This is an optimization exercise on Yosys and OpenROAD, whose aim is small area, a short achievable clock period and few clock cycles, not a production implementation. No functional check of the RTL was part of this run. Power is estimated from default activity; no workload was simulated.

### design/flow/design.v
package paes_pkg;
  localparam int NUM_LEVELS  = 8;
  localparam int LEVEL_DEPTH = 16;
  localparam int ID_BITS     = 8;
  localparam int LVL_W  = (NUM_LEVELS > 1) ? $clog2(NUM_LEVELS) : 1;
  localparam int Q_W    = LVL_W + 1;
  localparam int NQ     = 2 ** Q_W;
  localparam int PTR_W  = $clog2(LEVEL_DEPTH);
  localparam int CNT_W  = $clog2(LEVEL_DEPTH + 1);
  localparam int ADDR_W = Q_W + PTR_W;
  localparam int MEM_DEPTH = 2 ** ADDR_W;
  localparam int CFG_W  = 4;
  localparam int PRIO_W = 3;
  localparam int PRI_IN_W = 4;
  localparam logic [CFG_W-1:0] LEVELS_RESET = CFG_W'(4);
  typedef enum logic {
    OP_ADD  = 1'b0,
    OP_TAKE = 1'b1
  } op_t;
  typedef enum logic [1:0] {
    ST_OK    = 2'd0,
    ST_FULL  = 2'd1,
    ST_RANGE = 2'd2,
    ST_EMPTY = 2'd3
  } status_t;
  typedef struct packed {
    logic             found;
    logic [LVL_W-1:0] level;
  } pick_t;
endpackage
import paes_pkg::*;
module paes_pick (
  input  logic [NUM_LEVELS-1:0] nonempty,
  input  logic [NUM_LEVELS-1:0] mask,
  output logic [NUM_LEVELS-1:0] onehot,
  output logic                  found
);
  logic [NUM_LEVELS-1:0] v;
  logic [NUM_LEVELS-1:0] above;
  assign v = nonempty & mask;
  always_comb begin
    above[NUM_LEVELS-1] = 1'b0;
    for (int l = NUM_LEVELS - 2; l >= 0; l--) begin
      above[l] = above[l+1] | v[l+1];
    end
  end
  assign onehot = v & ~above;
  assign found  = |v;
endmodule
import paes_pkg::*;
module paes_ram #(
  parameter int WIDTH = 8,
  parameter int DEPTH = 16
) (
  input  logic                     clk,
  input  logic                     we,
  input  logic [WIDTH-1:0]         wdata,
  input  logic [$clog2(DEPTH)-1:0] ridx,
  output logic [WIDTH-1:0]         rdata
);
  logic [WIDTH*DEPTH-1:0] mem;
  always_ff @(posedge clk) begin
    if (we) begin
      mem <= {mem[WIDTH*(DEPTH-1)-1:0], wdata};
    end
  end
  assign rdata = mem[ridx*WIDTH +: WIDTH];
endmodule
import paes_pkg::*;
module priority_active_expired_scheduler (
  input  logic                clk,
  input  logic                rst,
  input  logic                cfg_write,
  input  logic [CFG_W-1:0]    cfg_data,
  input  logic                req_valid,
  output logic                req_ready,
  input  logic                req_operation,
  input  logic [ID_BITS-1:0]  req_proc_id,
  input  logic [PRI_IN_W-1:0] req_dynamic_priority,
  input  logic [PRI_IN_W-1:0] req_static_prio,
  output logic                rsp_valid,
  input  logic                rsp_ready,
  output logic [1:0]          rsp_status,
  output logic [ID_BITS-1:0]  rsp_next_id,
  output logic [PRIO_W-1:0]   rsp_priority_now,
  output logic                rsp_banks_swapped
);
  localparam int REQ_W = 1 + ID_BITS + 1 + NUM_LEVELS;
  logic [NUM_LEVELS-1:0] mask;
  logic [NUM_LEVELS-1:0] cfg_mask;
  always_comb begin
    for (int l = 0; l < NUM_LEVELS; l++) begin
      cfg_mask[l] = (l == 0) || (cfg_data > CFG_W'(l));
    end
  end
  always_ff @(posedge clk) begin
    if (rst) begin
      mask <= NUM_LEVELS'((1 << LEVELS_RESET) - 1);
    end else if (cfg_write) begin
      mask <= cfg_mask;
    end
  end
  logic                  stall;
  logic                  acc;
  logic                  i_valid, s_valid, s_free;
  logic [REQ_W-1:0]      i_req, s_req, req_bus;
  logic                  n_expired;
  logic [PRI_IN_W-1:0]   n_stat_m1;
  logic [LVL_W-1:0]      n_lvl;
  logic                  n_ok;
  logic [NUM_LEVELS-1:0] n_lvl_oh;
  assign stall     = rsp_valid && !rsp_ready;
  assign req_ready = s_free;
  assign acc       = req_valid && s_free;
  assign n_expired = req_dynamic_priority[PRI_IN_W-1];
  assign n_stat_m1 = req_static_prio - PRI_IN_W'(1);
  assign n_lvl     = n_expired ? n_stat_m1[LVL_W-1:0] : req_dynamic_priority[LVL_W-1:0];
  assign n_ok      = !(n_expired && n_stat_m1[PRI_IN_W-1]) && mask[n_lvl];
  always_comb begin
    for (int l = 0; l < NUM_LEVELS; l++) begin
      n_lvl_oh[l] = n_ok && (n_lvl == LVL_W'(l));
    end
  end
  assign req_bus = {req_operation, req_proc_id, n_expired, n_lvl_oh};
  always_ff @(posedge clk) begin
    if (rst) begin
      i_valid <= 1'b0;
      s_valid <= 1'b0;
      s_free  <= 1'b1;
    end else begin
      if (!i_valid || !stall) begin
        i_valid <= s_valid || acc;
      end
      s_valid <= s_valid ? stall : (acc && i_valid && stall);
      s_free  <= s_valid ? !stall : !(acc && i_valid && stall);
    end
  end
  always_ff @(posedge clk) begin
    if (!i_valid || !stall) begin
      i_req <= s_valid ? s_req : req_bus;
    end
    if (!s_valid) begin
      s_req <= req_bus;
    end
  end
  logic                  i_take;
  logic [ID_BITS-1:0]    i_id;
  logic                  i_expired;
  logic [NUM_LEVELS-1:0] i_lvl_oh;
  assign {i_take, i_id, i_expired, i_lvl_oh} = i_req;
  logic                  bank;
  logic [CNT_W-1:0]      count [NQ];
  logic [NQ-1:0]         ne, full;    
  logic [NQ-1:0]         inc, pop;
  always_comb begin
    for (int q = 0; q < NQ; q++) begin
      full[q] = count[q][CNT_W-1];
    end
  end
  logic                  a_bank;
  logic [NUM_LEVELS-1:0] a_full_lvl;
  logic                  a_ok, a_full;
  logic [LVL_W-1:0]      a_lvl;
  assign a_bank     = bank ^ i_expired;
  assign a_full_lvl = a_bank ? full[NQ-1:NUM_LEVELS] : full[NUM_LEVELS-1:0];
  assign a_ok       = |i_lvl_oh;
  assign a_full     = |(i_lvl_oh & a_full_lvl);
  always_comb begin
    for (int q = 0; q < NQ; q++) begin
      inc[q] = i_valid && !i_take && i_lvl_oh[q % NUM_LEVELS]
               && (a_bank == (q >= NUM_LEVELS)) && !full[q];
    end
  end
  always_comb begin
    a_lvl = '0;
    for (int l = 0; l < NUM_LEVELS; l++) begin
      if (i_lvl_oh[l]) begin
        a_lvl = a_lvl | LVL_W'(l);
      end
    end
  end
  logic [NUM_LEVELS-1:0] oh0, oh1;
  logic                  found0, found1;
  logic                  use1;
  logic [LVL_W-1:0]      t_lvl;
  logic                  t_swap;
  paes_pick u_pick0 (.nonempty(ne[NUM_LEVELS-1:0]),  .mask('1), .onehot(oh0), .found(found0));
  paes_pick u_pick1 (.nonempty(ne[NQ-1:NUM_LEVELS]), .mask('1), .onehot(oh1), .found(found1));
  assign pop[NUM_LEVELS-1:0]  = (i_valid && i_take && (!bank || !found1)) ? oh0 : '0;
  assign pop[NQ-1:NUM_LEVELS] = (i_valid && i_take && ( bank || !found0)) ? oh1 : '0;
  assign use1   = bank ? found1 : !found0;
  assign t_swap = bank ? !found1 : !found0;
  always_comb begin
    t_lvl = '0;
    for (int l = 0; l < NUM_LEVELS; l++) begin
      if (use1 ? oh1[l] : oh0[l]) begin
        t_lvl = t_lvl | LVL_W'(l);
      end
    end
  end
  always_ff @(posedge clk) begin
    if (rst) begin
      bank <= 1'b0;
      for (int q = 0; q < NQ; q++) begin
        count[q] <= '0;
        ne[q]    <= 1'b0;
      end
    end else if (cfg_write) begin
      for (int q = 0; q < NQ; q++) begin
        ne[q] <= (count[q] != '0) && cfg_mask[q % NUM_LEVELS];
      end
    end else if (!stall) begin
      if (i_valid && i_take && t_swap) begin
        bank <= ~bank;
      end
      for (int q = 0; q < NQ; q++) begin
        if (pop[q]) begin
          count[q] <= count[q] - CNT_W'(1);
          ne[q]    <= count[q] != CNT_W'(1);
        end else if (inc[q]) begin
          count[q] <= count[q] + CNT_W'(1);
          ne[q]    <= 1'b1;
        end
      end
    end
  end
  logic               r_valid;
  logic [1:0]         r_st;
  logic [LVL_W-1:0]   r_lvl;
  logic               r_sw;
  logic [NQ-1:0]      r_pop;      
  logic [ID_BITS-1:0] w_id;       
  logic [NQ-1:0]      w_en;       
  always_ff @(posedge clk) begin
    if (rst) begin
      r_valid <= 1'b0;
      r_pop   <= '0;
      w_en    <= '0;
    end else begin
      if (!stall) begin
        r_valid <= i_valid;
        r_pop   <= pop;
      end
      w_en <= stall ? '0 : inc;
    end
  end
  always_ff @(posedge clk) begin
    if (!stall) begin
      w_id <= i_take ? '0 : i_id;
      if (i_take) begin
        r_st  <= (found0 || found1) ? ST_OK : ST_EMPTY;
        r_lvl <= t_lvl;
        r_sw  <= t_swap;
      end else begin
        r_st  <= !a_ok ? ST_RANGE : a_full ? ST_FULL : ST_OK;
        r_lvl <= a_lvl;
        r_sw  <= 1'b0;
      end
    end
  end
  logic [ID_BITS-1:0] hd [NQ];
  logic [ID_BITS-1:0] rd;
  for (genvar q = 0; q < NQ; q++) begin : g_q
    paes_ram #(
      .WIDTH (ID_BITS),
      .DEPTH (LEVEL_DEPTH)
    ) u_ram (
      .clk   (clk),
      .we    (w_en[q]),
      .wdata (w_id),
      .ridx  (count[q][PTR_W-1:0]),
      .rdata (hd[q])
    );
  end
  always_comb begin
    rd = '0;
    for (int q = 0; q < NQ; q++) begin
      rd = rd | (hd[q] & {ID_BITS{r_pop[q]}});
    end
  end
  always_ff @(posedge clk) begin
    if (rst) begin
      rsp_valid <= 1'b0;
    end else if (!stall) begin
      rsp_valid <= r_valid;
    end
  end
  localparam int RSP_W = 2 + ID_BITS + PRIO_W + 1;
  logic [RSP_W-1:0] rsp_q, rsp_h, rsp_n;
  assign rsp_n = {r_st, rd | w_id, r_lvl, r_sw};
  always_ff @(posedge clk) begin
    if (!stall) begin
      rsp_h <= rsp_n;
    end
    if (rst) begin
      rsp_q <= '0;
    end else begin
      rsp_q <= stall ? rsp_h : rsp_n;
    end
  end
  assign {rsp_status, rsp_next_id, rsp_priority_now, rsp_banks_swapped} = rsp_q;
endmodule
### design/flow/run.sh
#!/bin/bash
# synth_recipe.tcl (not shown) runs the flow's synth.tcl, then flattens the netlist and writes it again
# the make line also repeats each setting of config.mk as NAME=value (left out here)
make -C /OpenROAD-flow-scripts/flow DESIGN_CONFIG=/design/flow/config.mk WORK_HOME=/design/flow/orfs CLKGATE_MAP_FILE= SYNTH_SCRIPT=/design/flow/synth_recipe.tcl finish
### design/flow/constraint.sdc
create_clock -name core_clock -period 7.5 [get_ports {clk}]
set_input_delay 1.5000 -clock core_clock [delete_from_list [all_inputs] [get_ports {clk}]]
set_output_delay 1.5000 -clock core_clock [all_outputs]
set_load 0.01 [all_outputs]
### design/flow/config.mk
export PLATFORM = sky130hd
export DESIGN_NAME = priority_active_expired_scheduler
export DESIGN_NICKNAME = priority_active_expired_scheduler
export VERILOG_FILES = /design/flow/design.v
export SDC_FILE = /design/flow/constraint.sdc
export NUM_CORES = 4
export LEC_CHECK = 0
export CAP_MARGIN = 20
export CORE_MARGIN = 2
export CORE_UTILIZATION = 40
export CTS_CLUSTER_DIAMETER = 60
export CTS_CLUSTER_SIZE = 25
export SETUP_SLACK_MARGIN = 4.5
export SLEW_MARGIN = 20
==> summary.txt <==
## registers in the layout, summed over array words and instances, names as in the netlist
| name | count |
|---|---|
| mask | 7 |
| ne | 16 |
| i_valid | 1 |
| w_en | 16 |
| w_id | 8 |
| r_valid | 1 |
| r_pop | 16 |
| rsp_q | 14 |
| s_valid | 1 |
| r_sw | 1 |
| s_free | 1 |
| s_req | 18 |
| bank | 1 |
| count | 80 |
| i_req | 18 |
| r_lvl | 3 |
| rsp_valid | 1 |
| g_q.u_ram.mem | 2048 |
| r_st | 2 |
| rsp_h | 14 |
## report_power, final
part           internal, uW  leakage, uW  switching [uW]
clock network          4470      0.00277            5170
logic                   180      0.00776             353
registers             13600       0.0203            77.8
## cell usage in the layout, fill, tap and decap left out, types with 39 or more instances in the layout
cell          n
clkbuf_16   161
dfxtp_1     126
nand2_1     147
edfxtp_1   2080
a211oi_1     39
nor3_1       73
dfxtp_4      46
mux2i_1     453
nand4_1      67
nand4b_1     41
mux4_2      278
ha_1         64
buf_4       183
mux2_2       53
nand3_1      50
o21ai_0      47
a21oi_1     114
o22ai_1     187
nor2_1      201
inv_1        39
nor2b_1      43
## through the flow
step | setup slack [ns] | cells
3_5_place_dp | 2.99 | 7885
4_1_cts | 4.44 | 8261
2_1_floorplan | 4.50 | 5026
3_3_place_gp | 2.94 | 7885
6_report | 4.34 | 8322
5_1_grt | 4.45 | 8309
## per-layer routing
| metal | global-route usage, % | part of all wire [%] | vias up |
|---|---|---|---|
| met2 | 35.0 | 42 | 3426 |
| met3 | 6.84 | 13 | 659 |
| li1 | - | - | 20800 |
| met4 | 14.5 | 6.8 | 2 |
| met5 | 0 | 0.0041 | - |
| met1 | 35.8 | 39 | 26900 |
## final timing paths
| kind | from | endpoint | slack (ns) | cells past startpoint |
|---|---|---|---|---|
| worst max-delay path | count[7][0] | rsp_q[7] | 4.34 | 6 |
| worst min-delay path | g_q[1].u_ram.mem[67] | g_q[1].u_ram.mem[75] | 0.43 | 0 |
| worst max register to register | count[7][0] | rsp_q[7] | 4.34 | 6 |
| worst min register to register | g_q[1].u_ram.mem[67] | g_q[1].u_ram.mem[75] | 0.43 | 0 |
## worst register-to-register path, delay by kind of cell, from the launching register on
| family | cells | cell delay (ns) |
|---|---|---|
| AOI/OAI and AO/OA | 1 | 0.14 |
| buffers and inverters | 1 | 0.16 |
| DFF | 1 | 0.36 |
| muxes | 1 | 0.55 |
| and+or+nand+nor | 3 | 1.80 |
## final cells by class
cell class	count	share of cell area (%)
flip-flops and latches	2267	65.0
clock buffers	167	3.90
repair buffers	290	2.88
clock inverters	125	1.72
diodes	14	0.0343
well taps	2975	3.65
multi-input cells	2431	22.6
inverters	53	0.223
## kinds of logic after synthesis
kind of cell               share of synthesized area (%)
DFF                                                 74.0
and+or+nand+nor                                     5.45
muxes                                               13.3
AOI/OAI and AO/OA                                   4.44
buffers and inverters                               1.52
adders and majority gates                          0.909
xor gates and xnor gates                           0.440
## timing repair
| item | 4_1_cts | 5_1_grt |
|---|---|---|
| setup endpoints to repair | 102 | 47 |
| cloned | 4 | 4 |
| pin swaps | 20 | 8 |
| setup buffers | 80 | 40 |
| resized for setup | 286 | 91 |
==> flow_summary.ini <==
[timing]
slew-limit-headroom_pct = 18.8
rsz0062_at_grt = true
hold_violations = 0
whs_ns = 0.428
drv_slew = 0
setup_violations = 0
skew_ns = 0.0386
fmax_ghz = 0.316
setup_tns_ns = 0
tightest_slew_ns = 1.22
min_period_over_period_pct = 42.2
finalCriticalPeriod_ns = 3.16

[global_routing]
antenna_found_initial = 27
grtUsageTotal_pct = 25.3
grt_pass1_vias = 47600
grt_max_degree = 96
grt_overflow = 0
grt_pass1_wl_um = 399000

[critical_path]
path_cells = buf_12 -> mux4_2 -> nand4b_1 -> nand4_1 -> nor4_4 -> a211oi_1
crit_fanout = 5
end_kind = register
crit_slowest_cell = nand4_1
critPathMaxStageDelay_ns = 0.69
crit_arrival_ns = 3.86
critical_path_buf_inv_count = 1
crit_type = reg2reg
critPathRequiredTime_ns = 8.20
critPathLaunchType = register
critPathTopFamily = simple AND/OR/NAND/NOR gates

[clocking]
cts_tree = built
clock_latency_ns = 0.87
cts.htree.levels = 4
clk_transition_reported_paths_ns = 0.09
cts-buffers-inserted = 156
cts.sinks = 2267
max-clock-path-buffers = 3
postCtsHoldBufs = 0
clock_tree.root_cell = clkbuf_16

[synthesis]
synthArstFlopShare_pct = 0
yosys_register_bits = 2267
synth_flop_cell = edfxtp_1
syn_area_mm2 = 0.0895
syn_nets = 5117
synth_top_area_share_pct = 69.8
yosysMostFrequentCell = edfxtp_1
synth_cells = 5026
synth_top_area_cell = edfxtp_1
netlist_top_cells_count = edfxtp_1, mux2i_1, mux4_2
synth_edf_count = 2080
ys_top_cells_by_area = edfxtp_1, mux4_2, mux2i_1
avgSynthCellArea_um2 = 17.8
synth_cell_type_count = 88
yosysSeqAreaShare_pct = 74.0
yosys_warnings = 6

[worst_hold_path]
hp-class = reg2reg

[floorplanning]
start_util_pct = 40.3
rows = 173
io_pins = 42
dieArea_mm2 = 0.228
core_mm2 = 0.222
die_w_um = 477
fp.dieH_um = 477

[outcome]
outcome = no timing/DRC/antenna violations

[layout]
final_area_mm2 = 0.102
fillers = 18900
regArea_mm2 = 0.0664
fin_util_pct = 45.9
multi_input_area_mm2 = 0.0230
drive_above_1_share_pct = 21.1
nNetsFinal = 5290
syn_to_final_growth_pct = 14.1

[routing]
firstDrtPassIters = 9
vias_per_cell = 6.21
drc_errors = 0
drt-total-wl_um = 296000
drt_iter0_markers = 9317
vias = 51700
avgRoutedWirePerCell_um = 35.6
ant_nets = 0

[place]
dpl-instance-area_mm2 = 0.0935
gp_congestion = 1.08
port_buffers = 41
dp_hpwl_um = 206000

[flow_run]
maxCapViolations = 0

[power_and_ir_drop]
power_leakage_uw = 0.0309
max-vdd-ir-drop_v = 0.000270
power_uw = 23900
power-per-cell-area_mw_per_mm2 = 234

[afterwards: timing with drivers on the ports]
No port has a modelled driver above. Below, the same layout with a new extraction and two added sets of constraints. Step 1 assumes that a clkbuf_16 drives the clock port and a buf_2 every other input. Step 2 moves the port delays by t, midway between the first and last clock arrival at a register: inputs arrive t later, outputs are due t later. That takes back most of the time a late clock gives input paths. Slacks: ideal / step 1 / step 2; pairs: ideal / step 1.
t (ns): 0.942
slack for setup (ns): 4.336 / 4.336 / 3.467
hold slack, ns: 0.428 / 0.428 / 0.428
After both steps this run still meets setup and hold. For this run, drivers alone change the setup slack by 0.000 ns; drivers and shift together by -0.869 ns.
